From an optimization exercise on the open Yosys and OpenROAD flow, aimed at small area, a short achievable clock period and few clock cycles per item; shortcuts taken in it are not production practice. Function was checked by simulation only, so behaviour that the tests miss may differ from the original. Power is estimated from default activity; no workload was simulated.

## design/flow/design.v

```verilog
package spq_pkg;
  localparam int unsigned DEPTH      = 16;
  localparam int unsigned DATA_WIDTH = 32;
  localparam int unsigned PRIO_WIDTH = 16;
  localparam int unsigned CNT_W      = $clog2(DEPTH + 1);
  localparam int unsigned CMD_W      = 2;
  localparam int unsigned PAYLOAD_W  = 32;
  localparam int unsigned PRIO_IN_W  = 16;
  localparam int unsigned DOUT_W     = 32;
  localparam int unsigned COUNT_W    = 5;
  localparam int unsigned STATUS_W   = 2;
  localparam logic [CMD_W-1:0] CMD_INSERT = 2'd0;
  localparam logic [CMD_W-1:0] CMD_REMOVE = 2'd1;
  localparam logic [CMD_W-1:0] CMD_PEEK   = 2'd2;
  localparam logic [STATUS_W-1:0] ST_OK    = 2'd0;
  localparam logic [STATUS_W-1:0] ST_FULL  = 2'd1;
  localparam logic [STATUS_W-1:0] ST_EMPTY = 2'd2;
  typedef struct packed {
    logic        [DATA_WIDTH-1:0] payload;
    logic signed [PRIO_WIDTH-1:0] prio;
  } entry_t;
  typedef struct packed {
    logic insert;
    logic remove;
  } cell_ctrl_t;
endpackage
module spq_cell (
  input  logic                clk_i,
  input  logic                we_i,
  input  spq_pkg::entry_t     new_entry_i,
  output logic [spq_pkg::DATA_WIDTH-1:0] payload_o,
  output logic                le_o
);
  localparam int unsigned W = spq_pkg::PRIO_WIDTH;
  spq_pkg::entry_t entry_q;
  logic [W-1:0]    a, b;
  assign a = {~entry_q.prio[W-1], entry_q.prio[W-2:0]};
  assign b = {~new_entry_i.prio[W-1], new_entry_i.prio[W-2:0]};
  logic [W-1:0]   g0, p0;
  logic [W/2-1:0] g1, p1;
  logic [W/4-1:0] g2, p2;
  logic [W/8-1:0] g3, p3;
  assign g0 = b & ~a;
  assign p0 = b | ~a;
  for (genvar k = 0; k < W/2; k++) begin : g_l1
    assign g1[k] = g0[2*k+1] | (p0[2*k+1] & g0[2*k]);
    assign p1[k] = g0[2*k+1] | (p0[2*k+1] & p0[2*k]);
  end
  for (genvar k = 0; k < W/4; k++) begin : g_l2
    assign g2[k] = g1[2*k+1] | (p1[2*k+1] & g1[2*k]);
    assign p2[k] = g1[2*k+1] | (p1[2*k+1] & p1[2*k]);
  end
  for (genvar k = 0; k < W/8; k++) begin : g_l3
    assign g3[k] = g2[2*k+1] | (p2[2*k+1] & g2[2*k]);
    assign p3[k] = g2[2*k+1] | (p2[2*k+1] & p2[2*k]);
  end
  assign le_o = g3[1] | (p3[1] & p3[0]);
  always_ff @(posedge clk_i) begin
    if (we_i) entry_q <= new_entry_i;
  end
  assign payload_o = entry_q.payload;
endmodule
module sorted_priority_queue (
  input  logic                                clk_i,
  input  logic                                rst_ni,
  input  logic                                start,
  output logic                                busy,
  input  logic [spq_pkg::CMD_W-1:0]           cmd_i,
  input  logic [spq_pkg::PAYLOAD_W-1:0]       payload_i,
  input  logic signed [spq_pkg::PRIO_IN_W-1:0] priority_req_i,
  output logic                                done_o,
  output logic [spq_pkg::DOUT_W-1:0]          data_out_o,
  output logic [spq_pkg::COUNT_W-1:0]         count_o,
  output logic [spq_pkg::STATUS_W-1:0]        status_o
);
  localparam int unsigned Depth = spq_pkg::DEPTH;
  localparam int unsigned CntW  = spq_pkg::CNT_W;
  localparam int unsigned IdxW  = $clog2(Depth);
  logic                           accept;
  logic                           full, empty;
  logic                           ins1, rem1, rd1;
  spq_pkg::entry_t                new_entry;
  logic [spq_pkg::DATA_WIDTH-1:0] slot_pay [Depth];
  logic [Depth-1:0]               slot_le;
  logic [Depth-1:0]               slot_we;
  logic [CntW-1:0]                count_q, count_d;
  logic                           full_q, empty_q;
  logic [spq_pkg::STATUS_W-1:0]   status_d;
  logic                           done2_q;
  logic                           ins2_q, rem2_q, rd2_q;
  logic                           wr_next_q, wr_last_q;
  logic [Depth-1:0]               le_q;
  logic [spq_pkg::STATUS_W-1:0]   status2_q;
  logic [IdxW-1:0]                order_q [Depth];
  logic [IdxW-1:0]                order_d [Depth];
  logic [Depth-1:0]               ahead;
  logic [Depth-1:0]               front_q, front_d;
  logic [Depth-1:0]               last_dec, second_dec;
  logic [spq_pkg::DATA_WIDTH-1:0] front_pay;
  logic                           done_q;
  logic [spq_pkg::DOUT_W-1:0]     data_q;
  logic [spq_pkg::STATUS_W-1:0]   status_q;
  logic [CntW-1:0]                count_out_q;
  assign busy   = 1'b0;
  assign accept = start && !busy;
  assign full   = full_q;
  assign empty  = empty_q;
  assign new_entry.payload = spq_pkg::DATA_WIDTH'(payload_i);
  assign new_entry.prio    = spq_pkg::PRIO_WIDTH'(priority_req_i);
  always_comb begin
    ins1     = 1'b0;
    rem1     = 1'b0;
    rd1      = 1'b0;
    count_d  = count_q;
    status_d = spq_pkg::ST_OK;
    if (accept) begin
      unique case (cmd_i)
        spq_pkg::CMD_INSERT: begin
          if (full) begin
            status_d = spq_pkg::ST_FULL;
          end else begin
            ins1    = 1'b1;
            count_d = count_q + 1'b1;
          end
        end
        spq_pkg::CMD_REMOVE, spq_pkg::CMD_PEEK: begin
          if (empty) begin
            status_d = spq_pkg::ST_EMPTY;
          end else begin
            rd1 = 1'b1;
            if (cmd_i == spq_pkg::CMD_REMOVE) begin
              rem1    = 1'b1;
              count_d = count_q - 1'b1;
            end
          end
        end
        default: begin
        end
      endcase
    end
  end
  for (genvar j = 0; j < Depth; j++) begin : g_slot
    logic at_last, at_next, at_front;
    assign at_last  = (order_q[Depth-1] == IdxW'(j));
    assign at_next  = (order_q[Depth-2] == IdxW'(j));
    assign at_front = front_q[j];
    assign slot_we[j] = (wr_next_q && at_next) || (rem2_q && at_front) ||
                        (wr_last_q && at_last);
    spq_cell u_cell (
      .clk_i       (clk_i),
      .we_i        (slot_we[j]),
      .new_entry_i (new_entry),
      .payload_o   (slot_pay[j]),
      .le_o        (slot_le[j])
    );
  end
  always_ff @(posedge clk_i or negedge rst_ni) begin
    if (!rst_ni) begin
      count_q  <= '0;
      full_q   <= 1'b0;
      empty_q  <= 1'b1;
    end else begin
      count_q  <= count_d;
      full_q   <= (count_d == CntW'(Depth));
      empty_q  <= (count_d == '0);
    end
  end
  always_ff @(posedge clk_i) begin
    if (!rst_ni) begin
      done2_q   <= 1'b0;
      ins2_q    <= 1'b0;
      rem2_q    <= 1'b0;
      rd2_q     <= 1'b0;
      wr_next_q <= 1'b0;
      wr_last_q <= 1'b1;
    end else begin
      done2_q   <= accept;
      ins2_q    <= ins1;
      rem2_q    <= rem1;
      rd2_q     <= rd1;
      wr_next_q <= ins1 && (count_d != CntW'(Depth));
      wr_last_q <= !ins1 && !rem1 && (count_d != CntW'(Depth));
    end
  end
  always_ff @(posedge clk_i) begin
    le_q      <= slot_le;
    status2_q <= status_d;
  end
  for (genvar i = 0; i < Depth; i++) begin : g_pos
    if (i == 0) begin : g_front
      assign ahead[i] = |(le_q & front_q) && (count_out_q != '0);
    end else begin : g_other
      assign ahead[i] = le_q[order_q[i]] && (count_out_q > CntW'(i));
    end
    logic prev_ahead;
    if (i == 0) begin : g_first
      assign prev_ahead = 1'b1;
    end else begin : g_rest
      assign prev_ahead = ahead[i-1];
    end
    always_comb begin
      order_d[i] = order_q[i];
      if (ins2_q) begin
        if (!ahead[i]) begin
          if (prev_ahead) begin
            order_d[i] = order_q[Depth-1];
          end else begin
            order_d[i] = order_q[(i+Depth-1) % Depth];
          end
        end
      end else if (rem2_q) begin
        order_d[i] = order_q[(i+1) % Depth];
      end
    end
    always_ff @(posedge clk_i) begin
      if (!rst_ni) begin
        order_q[i] <= IdxW'(i);
      end else begin
        order_q[i] <= order_d[i];
      end
    end
  end
  for (genvar j = 0; j < Depth; j++) begin : g_dec
    assign last_dec[j]   = (order_q[Depth-1] == IdxW'(j));
    assign second_dec[j] = (order_q[1] == IdxW'(j));
  end
  always_comb begin
    front_d = front_q;
    if (ins2_q) begin
      if (!ahead[0]) front_d = last_dec;
    end else if (rem2_q) begin
      front_d = second_dec;
    end
  end
  always_ff @(posedge clk_i) begin
    if (!rst_ni) begin
      front_q <= Depth'(1);
    end else begin
      front_q <= front_d;
    end
  end
  always_comb begin
    front_pay = '0;
    for (int j = 0; j < Depth; j++) begin
      front_pay = front_pay | (slot_pay[j] & {spq_pkg::DATA_WIDTH{front_q[j]}});
    end
  end
  always_ff @(posedge clk_i or negedge rst_ni) begin
    if (!rst_ni) begin
      done_q <= 1'b0;
    end else begin
      done_q <= done2_q;
    end
  end
  always_ff @(posedge clk_i) begin
    data_q      <= rd2_q ? spq_pkg::DOUT_W'(front_pay) : '0;
    status_q    <= status2_q;
    count_out_q <= count_q;
  end
  assign done_o     = done_q;
  assign data_out_o = data_q;
  assign status_o   = status_q;
  assign count_o    = spq_pkg::COUNT_W'(count_out_q);
endmodule
```

## design/flow/flow/run.sh

```bash
#!/bin/bash
# Layout flow: the standard flow (standard synthesis unchanged), with the
# port buffers made of plain buf_4 cells instead of the delay cells that
# buffer_ports picks by default. Every input and output port still gets its
# buffer; nothing else changes.
set -uo pipefail
export BUFFER_PORTS_ARGS="-buffer_cell sky130_fd_sc_hd__buf_4"
bash standard.sh finish > standard_flow.log 2>&1
status=$?
tail -n 20 standard_flow.log
exit $status
```

## design/flow/standard.sh

```bash
#!/bin/bash
# synth_recipe.tcl (not shown) runs the flow's synth.tcl, then flattens the netlist and writes it again
# the make line also repeats each setting of config.mk as NAME=value (left out here)
make -C /OpenROAD-flow-scripts/flow DESIGN_CONFIG=/design/flow/config.mk WORK_HOME=/design/flow/orfs CLKGATE_MAP_FILE= SYNTH_SCRIPT=/design/flow/synth_recipe.tcl "${@:-finish}"
```

## design/flow/config.mk

```make
export PLATFORM = sky130hd
export DESIGN_NAME = sorted_priority_queue
export DESIGN_NICKNAME = sorted_priority_queue
export VERILOG_FILES = /design/flow/design.v
export SDC_FILE = /design/flow/constraint.sdc
export NUM_CORES = 4
export LEC_CHECK = 0
export ABC_AREA = 1
export CAP_MARGIN = 20
export CORE_MARGIN = 2
export CORE_UTILIZATION = 55
export CTS_CLUSTER_DIAMETER = 80
export CTS_CLUSTER_SIZE = 25
export PLACE_DENSITY = 0.65
export SETUP_SLACK_MARGIN = 3.0
export SLEW_MARGIN = 20
export TNS_END_PERCENT = 25
```

## design/flow/constraint.sdc

```tcl
create_clock -name core_clock -period 5.0 [get_ports {clk_i}]
set_input_delay 1.0000 -clock core_clock [delete_from_list [all_inputs] [get_ports {clk_i}]]
set_output_delay 1.0000 -clock core_clock [all_outputs]
set_load 0.01 [all_outputs]
```

==> results of run 1 <==
## worst max path at each step
stage	start	endpoint	slack, ns	depth (start not counted)
finish	data_q[4]$_SDFF_PN0_	data_out_o[4]	2.80	1
CTS	data_q[4]$_SDFF_PN0_	data_out_o[4]	2.79	1
global placement	priority_req_i[15]	le_q[7]$_DFF_P_	1.92	9
detailed placement	priority_req_i[15]	le_q[7]$_DFF_P_	1.86	9
global route	data_q[4]$_SDFF_PN0_	data_out_o[4]	2.78	1
floorplan	front_q[0]$_SDFFE_PN1P_	g_slot[0].u_cell.entry_q[0]$_DFFE_PP_	1.63	4
## sequential cells by signal, summed over array words and instances (netlist names)
name,flops
count_out_q,5
rem2_q,1
wr_last_q,1
order_q,64
done2_q,1
done_q,1
rd2_q,1
status2_q,2
front_q,16
ins2_q,1
g_slot.u_cell.entry_q,768
wr_next_q,1
data_q,32
full_q,1
status_q,2
count_q,5
le_q,16
empty_q,1
## cell type report
class / instances / area [sq um] / area share, %
multi-input cells: 2635 / 13000 / 28.6
flip-flops and latches: 919 / 26200 / 57.8
inverters: 310 / 1290 / 2.83
repair buffers: 208 / 2090 / 4.61
diodes: 3 / 7.51 / 0.0165
clock buffers: 70 / 1260 / 2.78
repair inverters: 13 / 95.1 / 0.209
clock inverters: 16 / 246 / 0.543
well taps: 959 / 1200 / 2.64
## routing by layer
layer / track usage, % / vias to the layer above
met5: 0 / -
met4: 10.8 / 6
met3: 6.01 / 283
met2: 47.7 / 1692
met1: 44.7 / 14900
li1: - / 14300
## cells in the mapped netlist (all sizes together)
cell | n | area (sq um)
o2111ai | 1 | 8.76
a221oi | 119 | 1040
edfxtp | 768 | 23100
dfrtp | 7 | 175
nand2 | 1394 | 5410
o22ai | 48 | 300
o21ai | 259 | 1300
o21a | 4 | 30.0
o211ai | 34 | 255
conb | 1 | 3.75
nor2 | 205 | 792
o21bai | 1 | 7.51
a31o | 15 | 131
o32ai | 1 | 8.76
inv | 304 | 1150
a22o | 31 | 272
dfstp | 1 | 26.3
dfxtp | 143 | 2860
nand3 | 279 | 1460
nor3 | 6 | 30.0
buf | 97 | 651
o221ai | 16 | 140
clkbuf | 101 | 379
a31oi | 44 | 275
o31ai | 1 | 7.51
clkinv | 6 | 23.8
nand4 | 28 | 175
nand3b | 1 | 20.0
ha | 5 | 62.6
a41oi | 32 | 280
a21oi | 99 | 503
## cell usage in the layout (no fill, tap or decap), types with 19 or more instances in the layout
| cell type | synthesis | layout |
|---|---|---|
| a22o_1 | 31 | 31 |
| inv_2 | 19 | 20 |
| clkinvlp_4 | 0 | 32 |
| dfxtp_2 | 0 | 41 |
| a21oi_1 | 97 | 97 |
| nand2_1 | 1357 | 1346 |
| buf_4 | 21 | 144 |
| buf_12 | 0 | 19 |
| buf_6 | 19 | 29 |
| nand2_2 | 20 | 26 |
| nand3_4 | 2 | 22 |
| nor2_1 | 198 | 195 |
| clkbuf_1 | 101 | 23 |
| o22ai_1 | 48 | 48 |
| a41oi_1 | 32 | 32 |
| o21ai_1 | 55 | 58 |
| a221oi_1 | 119 | 119 |
| nand2_4 | 17 | 20 |
| edfxtp_1 | 768 | 768 |
| o211ai_1 | 34 | 34 |
| nand3_1 | 270 | 252 |
| clkbuf_16 | 0 | 50 |
| nand4_1 | 28 | 28 |
| o21ai_0 | 203 | 200 |
| a31oi_1 | 44 | 44 |
| inv_1 | 283 | 263 |
| dfxtp_1 | 143 | 87 |
## power by group
group | switching, uW | internal (uW)
registers | 222 | 8620
clock network | 2540 | 1940
logic | 1380 | 628
total | 4140 | 11200
## through the flow
| stage | instances | util (%) |
|---|---|---|
| final | 5133 | 62.0 |
| after global routing | 5132 | 62.0 |
| after CTS | 5079 | 60.8 |
| after detailed placement | 4957 | 57.7 |
| after global placement | 4957 | 57.7 |
| after floorplan | 4051 | - |
## what timing repair did
action	in CTS	in global routing
pin swaps	14	7
resized for setup	119	132
buffers inserted	21	37
endpoints found under the hold margin	0	0
setup endpoints to repair	904	844
gates cloned	15	14
## cells by family after synthesis
group / count (synthesis) / share of synthesized area [%]
AOI/OAI and AO/OA: 705 / 11.2
adders and majority gates: 5 / 0.153
and+or+nand+nor: 1913 / 19.3
other: 1 / 0.00918
buffers and inverters: 508 / 5.39
DFF: 919 / 64.0
==> summary.md, run 1 <==
| Metric | Value |
|---|---|
| Max VDD drop | `~0.29 mV` |
| DR WL met3 | `around 14 mm` |
| Core ar. | `approximately 0.073 sq mm` |
| R2r endpoint | `g_slot[0].u_cell.entry_q[10]$_DFFE_PP_` |
| Critical Path AT | `approximately 1.2 ns` |
| Via density | `between 6 and 7` |
| Setup TNS | `0 ns` |
| Post-Place Worst Slack | `roughly 1.9 ns` |
| Clk_skew | `roughly 0.057 ns` |
| Worst Setup Path Type | `register to output port` |
| Cell count after synthesis | `approximately 4100` |
| CP startpoint kind | `register` |
| CTS buffer count | `between 40 and 50` |
| Worst Path Buf+Inv | `1` |
| DR top layer | `met5` |
| Initial antenna violation count | `5` |
| Routed WL per cell | `about 24 um` |
| Final worst setup slack | `between 2 and 3 ns` |
| Die width | `277 um` |
| Num rows | `99` |
| R2R cell count | `4` |
| TritonCTS clock tree | `yes` |
| H-Tree Depth | `2` |
| YS warnings | `7` |
| Final Power | `~15000 uW` |
| Max-Cap Viols | `0` |
| CP max FO | `1` |
| RSZ-0062 raised after global routing | `yes` |
| Synthesized cell area | `roughly 0.041 sq mm` |
| # fillers | `between 5000 and 6000` |
| CTS Buffer Depth | `3` |
| Routed Wire Length | `between 100 and 150 mm` |
| HPWL after DPL | `around 63 mm` |
| Die Span Y | `roughly 280 um` |
| DRT iter0 DRCs | `4236` |
| Final Cycle Share | `between 40% and 50%` |
| Worst relative slew slack | `a little over half` |
| Fin Hold WS | `roughly 0.30 ns` |
| GRT overflow | `0` |
| First-pass GRT wire length | `179 mm` |
| Avg Inst Size Synth | `around 10 sq um` |
| Final Setup Violations | `0` |
| Post-route cell area | `~0.045 sq mm` |
| Antenna-violating nets left | `0` |
| Min-delay worst type | `input pin to asynchronous set/reset pin` |
| CP Cell Sequence | `buf_6` |
| Post-layout min period | `about 2.2 ns` |
| Worst skew pair latency | `between 0.6 and 0.7 ns` |
| Number of I/O pins | `94` |
| P_leak | `around 0.018 uW` |
| Initial Util | `a little under three fifths` |
| Reg2reg setup slack | `2.82 ns` |
| DRT Pass-1 Iters | `7` |
| Port Buf Inserts | `92` |
| Synth Register Bits | `between 900 and 1000` |
| Fraction of layout cells with a size suffix above 1 | `12.1%` |
| Layout net count | `~4200` |
| Largest delay share family, worst path | `flip-flops` |
| Final Hold Vio Count | `0` |
| Root buffer cell | `clkbuf_16` |
| # clock sinks | `919` |
| Crit path capture type | `output port` |
| Reg-to-reg startpoint | `front_q[0]$_SDFFE_PN1P_` |
| Power density over the cells | `~340 mW/mm^2` |
| DRC Markers | `0` |
| Max-slew violation count | `0` |
| Sequential share of the synthesized area | `64.0%` |
| Die area | `0.0765 sq mm` |
| F_max | `around 450 MHz` |
| Unique masters post-synth | `between 40 and 50` |
| Status | `finished clean` |
| RD Place Congestion | `between 0.9 and 1` |
| Total GRT Usage | `31.1%` |
| Post-Synthesis Net Count | `between 4000 and 5000` |
| Worst slew pin tran | `approximately 0.71 ns` |
| Worst EP required | `4.00 ns` |
| Pin count of the biggest net entering global routing | `80` |
| Placed Area | `~0.042 sq mm` |
| Clock transition at path regs | `0.10 ns` |
| Post-Route M1 WL | `roughly 50 mm` |
| DR WL met2 | `about 55 mm` |
| CP max stage cell | `dfxtp_4` |
| Max incr delay on CP | `a little over 0.4 ns` |
| Syn-to-layout area delta | `11.2%` |
| Number of global-route vias before repair | `28000` |
| Vias | `31200` |
| CTS hold repair buffers | `0` |
Testbench counts, summed over its fixed seeds: cycles 16,008, items 16,000.
==> run 2: changes to the inputs <==
--- a/design/flow/design.v
+++ b/design/flow/design.v
@@ -86,3 +86,2 @@
   logic [CntW-1:0]                count_q, count_d;
-  logic                           full_q, empty_q;
   logic [spq_pkg::STATUS_W-1:0]   status_d;
@@ -90,10 +89,9 @@
   logic                           ins2_q, rem2_q, rd2_q;
-  logic                           wr_next_q, wr_last_q;
   logic [Depth-1:0]               le_q;
   logic [spq_pkg::STATUS_W-1:0]   status2_q;
-  logic [IdxW-1:0]                order_q [Depth];
-  logic [IdxW-1:0]                order_d [Depth];
+  logic [IdxW-1:0]                rank_q [Depth];
+  logic [Depth-1:0]               held_q;
   logic [Depth-1:0]               ahead;
-  logic [Depth-1:0]               front_q, front_d;
-  logic [Depth-1:0]               last_dec, second_dec;
+  logic [CntW-1:0]                ahead_cnt;
+  logic [Depth-1:0]               is_front;
   logic [spq_pkg::DATA_WIDTH-1:0] front_pay;
@@ -105,4 +103,4 @@
   assign accept = start && !busy;
-  assign full   = full_q;
-  assign empty  = empty_q;
+  assign full   = (count_q == CntW'(Depth));
+  assign empty  = (count_q == '0);
   assign new_entry.payload = spq_pkg::DATA_WIDTH'(payload_i);
@@ -142,8 +140,9 @@
   for (genvar j = 0; j < Depth; j++) begin : g_slot
-    logic at_last, at_next, at_front;
-    assign at_last  = (order_q[Depth-1] == IdxW'(j));
-    assign at_next  = (order_q[Depth-2] == IdxW'(j));
-    assign at_front = front_q[j];
-    assign slot_we[j] = (wr_next_q && at_next) || (rem2_q && at_front) ||
-                        (wr_last_q && at_last);
+    logic free_here;
+    always_comb begin
+      if (ins2_q)      free_here = (rank_q[j] == IdxW'(Depth-2));
+      else if (rem2_q) free_here = (rank_q[j] == '0);
+      else             free_here = (rank_q[j] == IdxW'(Depth-1));
+    end
+    assign slot_we[j] = !full && free_here;
     spq_cell u_cell (
@@ -159,25 +158,12 @@
       count_q  <= '0;
-      full_q   <= 1'b0;
-      empty_q  <= 1'b1;
+      done2_q  <= 1'b0;
+      ins2_q   <= 1'b0;
+      rem2_q   <= 1'b0;
+      rd2_q    <= 1'b0;
     end else begin
       count_q  <= count_d;
-      full_q   <= (count_d == CntW'(Depth));
-      empty_q  <= (count_d == '0);
-    end
-  end
-  always_ff @(posedge clk_i) begin
-    if (!rst_ni) begin
-      done2_q   <= 1'b0;
-      ins2_q    <= 1'b0;
-      rem2_q    <= 1'b0;
-      rd2_q     <= 1'b0;
-      wr_next_q <= 1'b0;
-      wr_last_q <= 1'b1;
-    end else begin
-      done2_q   <= accept;
-      ins2_q    <= ins1;
-      rem2_q    <= rem1;
-      rd2_q     <= rd1;
-      wr_next_q <= ins1 && (count_d != CntW'(Depth));
-      wr_last_q <= !ins1 && !rem1 && (count_d != CntW'(Depth));
+      done2_q  <= accept;
+      ins2_q   <= ins1;
+      rem2_q   <= rem1;
+      rd2_q    <= rd1;
     end
@@ -188,53 +174,28 @@
   end
-  for (genvar i = 0; i < Depth; i++) begin : g_pos
-    if (i == 0) begin : g_front
-      assign ahead[i] = |(le_q & front_q) && (count_out_q != '0);
-    end else begin : g_other
-      assign ahead[i] = le_q[order_q[i]] && (count_out_q > CntW'(i));
-    end
-    logic prev_ahead;
-    if (i == 0) begin : g_first
-      assign prev_ahead = 1'b1;
-    end else begin : g_rest
-      assign prev_ahead = ahead[i-1];
-    end
-    always_comb begin
-      order_d[i] = order_q[i];
-      if (ins2_q) begin
-        if (!ahead[i]) begin
-          if (prev_ahead) begin
-            order_d[i] = order_q[Depth-1];
-          end else begin
-            order_d[i] = order_q[(i+Depth-1) % Depth];
-          end
+  assign ahead = le_q & held_q;
+  always_comb begin
+    ahead_cnt = '0;
+    for (int j = 0; j < Depth; j++) begin
+      ahead_cnt = ahead_cnt + CntW'(ahead[j]);
+    end
+  end
+  for (genvar j = 0; j < Depth; j++) begin : g_rank
+    logic last;
+    assign last        = (rank_q[j] == IdxW'(Depth-1));
+    assign is_front[j] = (rank_q[j] == '0);
+    always_ff @(posedge clk_i or negedge rst_ni) begin
+      if (!rst_ni) begin
+        rank_q[j] <= IdxW'(j);
+        held_q[j] <= 1'b0;
+      end else if (ins2_q) begin
+        if (last) begin
+          rank_q[j] <= IdxW'(ahead_cnt);
+          held_q[j] <= 1'b1;
+        end else if (!ahead[j]) begin
+          rank_q[j] <= rank_q[j] + 1'b1;
         end
       end else if (rem2_q) begin
-        order_d[i] = order_q[(i+1) % Depth];
+        rank_q[j] <= rank_q[j] - 1'b1;
+        if (is_front[j]) held_q[j] <= 1'b0;
       end
-    end
-    always_ff @(posedge clk_i) begin
-      if (!rst_ni) begin
-        order_q[i] <= IdxW'(i);
-      end else begin
-        order_q[i] <= order_d[i];
-      end
-    end
-  end
-  for (genvar j = 0; j < Depth; j++) begin : g_dec
-    assign last_dec[j]   = (order_q[Depth-1] == IdxW'(j));
-    assign second_dec[j] = (order_q[1] == IdxW'(j));
-  end
-  always_comb begin
-    front_d = front_q;
-    if (ins2_q) begin
-      if (!ahead[0]) front_d = last_dec;
-    end else if (rem2_q) begin
-      front_d = second_dec;
-    end
-  end
-  always_ff @(posedge clk_i) begin
-    if (!rst_ni) begin
-      front_q <= Depth'(1);
-    end else begin
-      front_q <= front_d;
     end
@@ -244,3 +205,3 @@
     for (int j = 0; j < Depth; j++) begin
-      front_pay = front_pay | (slot_pay[j] & {spq_pkg::DATA_WIDTH{front_q[j]}});
+      front_pay = front_pay | (slot_pay[j] & {spq_pkg::DATA_WIDTH{is_front[j]}});
     end
==> design/flow/run.sh (new file) <==
#!/bin/bash
# synth_recipe.tcl (not shown) runs the flow's synth.tcl, then flattens the netlist and writes it again
# the make line also repeats each setting of config.mk as NAME=value (left out here)
make -C /OpenROAD-flow-scripts/flow DESIGN_CONFIG=/design/flow/config.mk WORK_HOME=/design/flow/orfs CLKGATE_MAP_FILE= SYNTH_SCRIPT=/design/flow/synth_recipe.tcl finish
==> design/flow/config.mk (replaced) <==
export PLATFORM = sky130hd
export DESIGN_NAME = sorted_priority_queue
export DESIGN_NICKNAME = sorted_priority_queue
export VERILOG_FILES = /design/flow/design.v
export SDC_FILE = /design/flow/constraint.sdc
export NUM_CORES = 4
export LEC_CHECK = 0
export ABC_CLOCK_PERIOD_IN_PS = 2000
export CAP_MARGIN = 20
export CORE_MARGIN = 2
export CORE_UTILIZATION = 40
export SETUP_SLACK_MARGIN = 2.8
export SLEW_MARGIN = 20
removed: design/flow/flow/run.sh
removed: design/flow/standard.sh
==> run 2 against run 1 <==
Against the previous run: critical path depth rose by 14; first-iteration DRC count shrank 17%; count of clock-buffer cells in the layout rose by 49; clock skew shrank 0.013 ns; sequential power up 21%; total power up 82%; final cell count down 10%; routed wire length grew 11%; critical endpoint is now rank_q[4][1]$_DFFE_PN0P_; highest routed layer unchanged.
==> summary.md, run 2 <==
| Metric | Value |
|---|---|
| Setup TNS | `0 ns` |
| Post-layout min period | `4.20 ns` |
| Worst Path Buf+Inv | `4` |
| Ys async rst share | `9.84%` |
| Layout net count | `approximately 3400` |
| CTS hold repair buffers | `0` |
| P_leak | `roughly 0.018 uW` |
| Initial antenna violation count | `5` |
| Initial Util | `40.4%` |
| H-Tree Depth | `3` |
| Vias | `between 20000 and 30000` |
| Largest delay share family, worst path | `adder cells` |
| Post-synth EDFFs | `approximately 770` |
| Final Setup Violations | `0` |
| Top post-synthesis cells by area | `edfxtp_1, a22oi_1, dfrtp_1` |
| GRT overflow | `0` |
| CP max FO | `6` |
| Worst skew pair latency | `roughly 0.70 ns` |
| Avg Inst Size Synth | `13.8 sq um` |
| YS warnings | `5` |
| Critical Path AT | `4.76 ns` |
| Worst EP required | `5.56 ns` |
| CTS buffer count | `95` |
| Count leader, synth | `edfxtp_1` |
| Post-Place Worst Slack | `about 0.58 ns` |
| Final Power | `27900 uW` |
| F_max | `238 MHz` |
| Antenna-violating nets left | `0` |
| Post-Synthesis Net Count | `between 2000 and 3000` |
| Root buffer cell | `clkbuf_16` |
| Max-Cap Viols | `0` |
| Port Buf Inserts | `around 90` |
| Power density over the cells | `roughly 540 mW/mm^2` |
| Core ar. | `just under 0.1 sq mm` |
| # fillers | `around 7700` |
| Fraction of layout cells with a size suffix above 1 | `a little over a quarter` |
| Largest registers | `g_slot.u_cell.entry_q: 768 flops, rank_q: 64 flops, data_q: 32 flops` |
| Max-slew violation count | `0` |
| Final worst setup slack | `0.801 ns` |
| # clock sinks | `915` |
| Synth Register Bits | `around 920` |
| RSZ-0062 raised after global routing | `yes` |
| DRC Markers | `0` |
| Number of I/O pins | `94` |
| Die Span Y | `317 um` |
| Final Cycle Share | `between 80 and 90%` |
| Number of global-route vias before repair | `approximately 26000` |
| Top cell type's share of synthesized area | `between 50 and 60%` |
| Cell count after synthesis | `approximately 2800` |
| CP Cell Sequence | `and2_4 > fa_2 > fa_1 > inv_2 > fa_1 > inv_1 > fa_1 > ha_2 > inv_2 > fa_2 > buf_12 > nand2b_4 > o21ai_1 > nor2_1 > o21ai_1` |
| CP startpoint kind | `register` |
| Worst relative slew slack | `36.7%` |
| Clk_skew | `about 0.044 ns` |
| HPWL after DPL | `approximately 57 mm` |
| Worst path most repeated cell | `fa_1` |
| Max incr delay on CP | `slightly above 0.6 ns` |
| CTS Buffer Depth | `3` |
| Worst slew pin tran | `about 0.95 ns` |
| Reg2reg setup slack | `roughly 0.80 ns` |
| Reg with most FFs | `g_slot.u_cell.entry_q` |
| Synthesized cell area | `0.0392 sq mm` |
| Via density | `6.09` |
| Total GRT Usage | `between 20% and 30%` |
| Die width | `between 300 and 400 um` |
| Fin Hold WS | `0.327 ns` |
| Min-delay worst type | `register to register` |
| Sequential share of the synthesized area | `between 60% and 70%` |
| Unique masters post-synth | `72` |
| Max FFs per register | `768` |
| CP max stage cell | `fa_2` |
| Crit path capture type | `register` |
| Pin count of the biggest net entering global routing | `80` |
| Num rows | `approximately 110` |
| Post-synth top flop | `edfxtp_1` |
| DRT Pass-1 Iters | `5` |
| Commonest non-fill, non-tap cell in the layout | `edfxtp_1` |
| Synth area leader | `edfxtp_1` |
| Routed WL per cell | `slightly below 30 um` |
| First-pass GRT wire length | `~180 mm` |
| Clock transition at path regs | `0.06 ns` |
| Most frequent cells in the layout | `edfxtp_1, a22oi_1, clkbuf_16` |
| Status | `finished clean` |
| DRT iter0 DRCs | `around 3500` |
| Routed Wire Length | `around 140 mm` |
| TritonCTS clock tree | `yes` |
| Max VDD drop | `around 0.43 mV` |
| Die area | `approximately 0.10 sq mm` |
| Final Hold Vio Count | `0` |
| RD Place Congestion | `0.806` |
| Worst Setup Path Type | `register to register` |
| Commonest cells in the synthesized netlist | `edfxtp_1, a22oi_1, nand2_1, inv_1, nor2_1` |
| Syn-to-layout area delta | `31.9%` |
-- run 2: changes by cell type after synthesis, moves of 72 or more --
cell	change
nor2b_1	+121
nand3_1	-196
maj3_1	+84
nand2_1	-1210
nand2b_1	+72
a22oi_1	+205
nor2_1	-75
o21ai_0	-124
a221oi_1	-75
dfxtp_1	-86
inv_1	-159
-- run 2: logic make-up after synthesis --
family | count (synthesis) | synth area share [%]
xor gates and xnor gates | 15 | 0.335
DFF | 915 | 67.6
buffers and inverters | 280 | 2.93
AOI/OAI and AO/OA | 757 | 14.2
adders and majority gates | 178 | 5.33
muxes | 19 | 0.511
and+or+nand+nor | 674 | 9.16
other | 1 | 0.00956
-- run 2: final cells by class --
type | count | area [sq um] | area share [%]
repair buffers | 461 | 6710 | 13.0
multi-input cells | 1645 | 13200 | 25.4
diodes | 5 | 12.5 | 0.0242
well taps | 1276 | 1600 | 3.09
clock inverters | 51 | 686 | 1.33
inverters | 126 | 523 | 1.01
flip-flops and latches | 915 | 26500 | 51.3
clock buffers | 119 | 2530 | 4.89
-- run 2: worst paths after layout --
kind / start / to / depth (start not counted)
max reg2reg: held_q[0]$_DFFE_PN0P_ / rank_q[4][1]$_DFFE_PN0P_ / 15
max: held_q[0]$_DFFE_PN0P_ / rank_q[4][1]$_DFFE_PN0P_ / 15
min reg2reg: status2_q[1]$_SDFF_PN0_ / status_q[1]$_DFF_P_ / 0
min in group asynchronous: rst_ni / rank_q[0][1]$_DFFE_PN0P_ / 1
min: status2_q[1]$_SDFF_PN0_ / status_q[1]$_DFF_P_ / 0
max in group asynchronous: rst_ni / rank_q[13][1]$_DFFE_PN0P_ / 2
-- run 2: power breakdown --
part           switching, uW  total, uW  internal, uW
Clock                   3080       7350          4270
Combinational           5580       9810          4230
Sequential               949      10700          9750
Total                   9600      27900         18300
-- run 2: timing repair --
item | 4_1_cts | 5_1_grt
endpoints found under the setup margin | 939 | 879
buffers inserted | 116 | 70
pin swaps | 66 | 70
cloned | 40 | 72
resized for setup | 502 | 218
endpoints found under the hold margin | 0 | 0
-- run 2: per-stage QoR --
| step | cell area [sq um] | util (%) | cells |
|---|---|---|---|
| 2_1_floorplan | 40000 | - | 2839 |
| 3_3_place_gp | 42200 | 43.5 | 4125 |
| 3_5_place_dp | 42200 | 43.5 | 4125 |
| 4_1_cts | 48800 | 50.3 | 4451 |
| 5_1_grt | 51700 | 53.3 | 4594 |
| 6_report | 51700 | 53.3 | 4598 |
-- run 2: routing by layer --
layer  share of wire (%)  track usage, %
met5               0.021               0
met4                 5.1            8.19
met3                  11            4.21
met2                  46            39.7
met1                  38            32.2
Testbench counts of run 2, summed over its fixed seeds: cycles 16,008, items 16,000.
==> run 3: changes to the inputs <==
--- a/design/flow/design.v
+++ b/design/flow/design.v
@@ -95,2 +95,3 @@
   logic [CntW-1:0]                ahead_cnt;
+  logic [Depth-1:0]               ahead_srt;
   logic [Depth-1:0]               is_front;
@@ -101,8 +102,24 @@
   logic [CntW-1:0]                count_out_q;
+  logic                           start_q;
+  logic [spq_pkg::CMD_W-1:0]      cmd_q;
+  logic [spq_pkg::PAYLOAD_W-1:0]  payload_q;
+  logic [spq_pkg::PRIO_IN_W-1:0]  prio_q;
   assign busy   = 1'b0;
-  assign accept = start && !busy;
+  always_ff @(posedge clk_i or negedge rst_ni) begin
+    if (!rst_ni) begin
+      start_q <= 1'b0;
+    end else begin
+      start_q <= start && !busy;
+    end
+  end
+  always_ff @(posedge clk_i) begin
+    cmd_q     <= cmd_i;
+    payload_q <= payload_i;
+    prio_q    <= priority_req_i;
+  end
+  assign accept = start_q;
   assign full   = (count_q == CntW'(Depth));
   assign empty  = (count_q == '0);
-  assign new_entry.payload = spq_pkg::DATA_WIDTH'(payload_i);
-  assign new_entry.prio    = spq_pkg::PRIO_WIDTH'(priority_req_i);
+  assign new_entry.payload = spq_pkg::DATA_WIDTH'(payload_q);
+  assign new_entry.prio    = spq_pkg::PRIO_WIDTH'(prio_q);
   always_comb begin
@@ -114,3 +131,3 @@
     if (accept) begin
-      unique case (cmd_i)
+      unique case (cmd_q)
         spq_pkg::CMD_INSERT: begin
@@ -128,3 +145,3 @@
             rd1 = 1'b1;
-            if (cmd_i == spq_pkg::CMD_REMOVE) begin
+            if (cmd_q == spq_pkg::CMD_REMOVE) begin
               rem1    = 1'b1;
@@ -176,5 +193,23 @@
   always_comb begin
+    logic hi, lo;
+    ahead_srt = ahead;
+    for (int p = 1; p < Depth; p = 2 * p) begin
+      for (int k = p; k >= 1; k = k / 2) begin
+        for (int j = k % p; j + k < Depth; j = j + 2 * k) begin
+          for (int i = 0; i < k; i++) begin
+            if (i + j + k < Depth && ((i + j) / (2 * p)) == ((i + j + k) / (2 * p))) begin
+              hi = ahead_srt[i+j] | ahead_srt[i+j+k];
+              lo = ahead_srt[i+j] & ahead_srt[i+j+k];
+              ahead_srt[i+j]   = hi;
+              ahead_srt[i+j+k] = lo;
+            end
+          end
+        end
+      end
+    end
+  end
+  always_comb begin
     ahead_cnt = '0;
-    for (int j = 0; j < Depth; j++) begin
-      ahead_cnt = ahead_cnt + CntW'(ahead[j]);
+    for (int k = 1; k <= Depth; k++) begin
+      if (ahead_srt[k-1] && (k == Depth || !ahead_srt[k])) ahead_cnt = ahead_cnt | CntW'(k);
     end
==> run 3 against run 2 <==
Against the previous run: utilization increased by 1.2 points; worst hold slack better by 0.0080 ns; synthesized cell count increased by 2.0%; flip-flop and latch count grew 51; critical endpoint is now rank_q[0][1]$_DFFE_PN0P_; synthesized area is 2.0% higher.
==> summary.md, run 3 <==
| Metric | Value |
|---|---|
| Simple-Gate Fraction of Synth Area | `~7.4%` |
| CTS Buffer Depth | `3` |
| Most frequent cells in the layout | `edfxtp_1, buf_4, clkbuf_16` |
| TritonCTS clock tree | `yes` |
| Initial Util | `40.5%` |
| Vias | `~29000` |
| Worst Path Buf+Inv | `3` |
| Max-Cap Viols | `0` |
| CP max FO | `5` |
| Top post-synthesis cells by area | `edfxtp_1, dfxtp_1, dfrtp_1` |
| Ys async rst share | `9.42%` |
| Final Cycle Share | `67.6%` |
| Clock power frac | `a little over a quarter` |
| Largest family of logic cells by synthesized area | `compound AO/OA/AOI/OAI gates` |
| Synth area leader | `edfxtp_1` |
| Post-route cell area | `0.0538 sq mm` |
| Routed WL per cell | `28.3 um` |
| H-Tree Depth | `3` |
| CTS buffer count | `99` |
| Placed Area | `between 0.04 and 0.05 sq mm` |
| YS warnings | `7` |
| Fraction of layout cells with a size suffix above 1 | `between 30% and 40%` |
| Antenna-violating nets left | `0` |
| Setup TNS | `0 ns` |
| Clock transition at path regs | `approximately 0.07 ns` |
| Clk_skew | `around 0.069 ns` |
| Die Span Y | `around 320 um` |
| Final Hold Vio Count | `0` |
| Die area | `0.102 sq mm` |
| Status | `finished clean` |
| Synth Area in Compound Gates | `about 15%` |
| Post-layout min period | `3.38 ns` |
| Max incr delay on CP | `0.43 ns` |
| P_leak | `around 0.019 uW` |
| Max FFs per register | `around 770` |
| CP startpoint kind | `register` |
| Largest registers | `g_slot.u_cell.entry_q: 768 flops, rank_q: 64 flops` |
| F_max | `296 MHz` |
| Max-slew violation count | `0` |
| Synthesized cell area | `about 0.04 sq mm` |
| Crit path capture type | `register` |
| Logic pwr share | `35.3%` |
| Cell count after synthesis | `2897` |
| Worst relative slew slack | `about two fifths` |
| Number of global-route vias before repair | `about 27000` |
| Via density | `approximately 6` |
| Routed Wire Length | `135 mm` |
| Worst path most repeated cell | `nand2_4` |
| Critical Path Stages | `17` |
| Psw | `10000 uW` |
| Core ar. | `0.0987 sq mm` |
| RD Place Congestion | `0.842` |
| Final Setup Violations | `0` |
| CTS hold repair buffers | `0` |
| DRC Markers | `0` |
| Commonest cells in the synthesized netlist | `edfxtp_1, a21oi_1, a22oi_1, nor2_1, nand2_1` |
| Post-Synthesis Net Count | `between 3000 and 4000` |
| HPWL after DPL | `56.7 mm` |
| Die width | `approximately 320 um` |
| Post-synthesis xor/xnor area fraction | `less than 1%` |
| Reg with most FFs | `g_slot.u_cell.entry_q` |
| Largest delay share family, worst path | `simple AND/OR/NAND/NOR gates` |
| Unique masters post-synth | `85` |
| Sequential share of the synthesized area | `between 60 and 70%` |
| Root buffer cell | `clkbuf_16` |
| CP Cell Sequence | `a222oi_1 > buf_4 > o22ai_1 > nor3_2 > nand3_2 > and3_4 > and2_4 > ha_4 > nand2_4 > nand2_4 > nor2_4 > o2111a_2 > buf_12 > buf_16 > a211oi_2 > nor3_1 > a21oi_1` |
| Initial antenna violation count | `3` |
| Int Pwr | `19400 uW` |
| Critical Path AT | `a little under 4 ns` |
| Power density over the cells | `546 mW/mm^2` |
| Top cell type's share of synthesized area | `57.7%` |
| Worst slew pin tran | `between 0.9 and 1 ns` |
| Syn-to-layout area delta | `34.7%` |
| DRT iter0 DRCs | `3901` |
| Min-Delay Startpoint | `status2_q[1]$_SDFF_PN0_` |
| Sw Ratio | `roughly a third` |
| GRT overflow | `0` |
| Post-synth top flop | `edfxtp_1` |
| Post-synth EDFFs | `768` |
| RSZ-0062 raised after global routing | `yes` |
| # clock sinks | `between 900 and 1000` |
| Total GRT Usage | `23.7%` |
| Commonest non-fill, non-tap cell in the layout | `edfxtp_1` |
| Reg2reg setup slack | `about 1.6 ns` |
| Max VDD drop | `around 0.37 mV` |
| Count leader, synth | `edfxtp_1` |
| Pin count of the biggest net entering global routing | `60` |
| Worst Setup Path Type | `register to register` |
| CP max stage cell | `dfrtp_1` |
| First-pass GRT wire length | `approximately 180 mm` |
| Reg-to-reg startpoint | `held_q[1]$_DFFE_PN0P_` |
| Worst skew pair latency | `roughly 0.7 ns` |
| Number of I/O pins | `94` |
| Num rows | `between 100 and 150` |
| Mux share of post-synthesis cell area | `less than 1%` |
| Port Buf Inserts | `roughly 90` |
| R2R cell count | `17` |
| Critical Path Source | `held_q[1]$_DFFE_PN0P_` |
| Avg Inst Size Synth | `about 14 sq um` |
| Layout net count | `roughly 3500` |
| DRT Pass-1 Iters | `6` |
| Synth Register Bits | `around 970` |
| Min-delay worst type | `register to register` |
| Adder-cell area share of the yosys netlist | `approximately 5.4%` |
| Sequential power share | `38.7%` |
| CP Capture Point | `rank_q[0][1]$_DFFE_PN0P_` |
| Final Power | `just under 30000 uW` |
| Worst EP required | `roughly 5.6 ns` |
| R2r endpoint | `rank_q[0][1]$_DFFE_PN0P_` |
==> run 3: cell types whose count changed in the layout (fill, tap and decap cells not counted), sizes merged, moves of 31 or more <==
cell    change
a21oi      +80
nor2b      -77
buf        +78
o21ai      +40
a22oi      -68
nand3      +31
dfxtp      +50
nand2b     -32
==> run 3: logic make-up after synthesis <==
| logic type | Yosys count |
|---|---|
| AO/OA/AOI/OAI | 818 |
| XOR/XNOR | 27 |
| adder cells (fa/ha/maj) | 195 |
| buffers and inverters | 267 |
| flip-flops | 966 |
| multiplexers | 25 |
| other | 1 |
| AND/OR/NAND/NOR | 598 |
==> run 3: worst min-delay path by stage <==
stage | to | slack (ns) | depth (start not counted)
after global routing | status_q[1]$_DFF_P_ | 0.35 | 0
final | status_q[1]$_DFF_P_ | 0.34 | 0
after detailed placement | status_q[0]$_DFF_P_ | 0.32 | 0
after floorplan | status_q[0]$_DFF_P_ | 0.31 | 0
after global placement | status_q[1]$_DFF_P_ | 0.31 | 0
after CTS | status_q[0]$_DFF_P_ | 0.33 | 0
==> run 3: power by group through the flow <==
stage	registers, uW	logic [uW]	clock network [uW]
floorplan	11000	4320	0
global placement	11400	6080	0
detailed placement	11500	6220	0
CTS	11300	8610	7750
global route	11500	10800	8070
finish	11400	10400	7670
==> run 3: area by class of cell <==
type                       instances  area (sq um)
timing repair buffer             518          6660
timing repair inverter             1          8.76
clock buffer                     151          2870
fill                            7720         44900
sequential                       966         27600
antenna                            3          7.51
tap                             1287          1610
clock inverter                    37           529
multi-input combinational       1664         14000
inverter                         121           522
==> run 3: metrics by stage <==
stage | util [%] | setup WS [ns] | hold WS, ns | cells
6_report | 54.5 | 1.62 | 0.335 | 4748
4_1_cts | 51.7 | 1.80 | 0.332 | 4595
5_1_grt | 54.5 | 1.49 | 0.349 | 4745
3_3_place_gp | 43.8 | 1.13 | 0.313 | 4191
2_1_floorplan | - | 2.04 | 0.310 | 2897
3_5_place_dp | 43.8 | 1.03 | 0.320 | 4191
==> run 3: repair_timing <==
action | 4_1_cts | 5_1_grt
gates resized for setup | 588 | 240
setup buffers | 173 | 118
setup endpoints to repair | 926 | 783
pin swaps | 166 | 182
cloned | 43 | 32
==> run 3: worst register-to-register path, cell delays in order, from the launching register on <==
cell and delay [ns]:
dfrtp_1 0.43, a222oi_1 0.38, buf_4 0.21, o22ai_1 0.09
nor3_2 0.21, nand3_2 0.19, and3_4 0.23, and2_4 0.16
ha_4 0.16, nand2_4 0.07, nand2_4 0.06, nor2_4 0.13
o2111a_2 0.33, buf_12 0.14, buf_16 0.11, a211oi_2 0.06
nor3_1 0.21, a21oi_1 0.07
==> run 3: layer usage <==
metal  vias up  routed length (um)  global-route usage (%)  part of all wire (%)
met5         -                  27                       0                 0.020
met4         4                6150                    9.22                   4.6
met3       309               13100                    4.89                   9.8
met2      1534               61900                    37.5                    46
met1     14500               53300                    32.2                    40
li1      12300                   -                       -                     -
Testbench counts of run 3, summed over its fixed seeds: cycles 16,016, items 16,000.

separate check: timing with driven ports:
How much do the figures lean on ideal ports? The routed layouts below were timed once more, with nothing changed but the port constraints.
Step 1: set_driving_cell puts a clkbuf_16 on clk_i and a buf_2 on each other input, an assumption about the parent block.
Step 2, shift: input delay + t, output delay - t, t = (earliest + latest rising clock arrival at the registers) / 2. This alone moves slack from input paths to output paths.
Three values: ideal ports, drivers, drivers and shift; two values: the first two.
run | shift t [ns] | setup slack, ns | worst hold slack (ns)
run 1 | 0.723 | 2.800 / 2.729 / 2.388 | 0.304 / 0.273 / 0.332
run 2 | 0.746 | 0.801 / 0.801 / 0.801 | 0.327 / 0.327 / 0.327
run 3 | 0.736 | 1.621 / 1.621 / 1.621 | 0.335 / 0.335 / 0.335
After both steps every run listed still meets setup and hold. The setup slack of run 1, which loses most, moves by -0.071 ns with the drivers and by -0.412 ns with both steps.
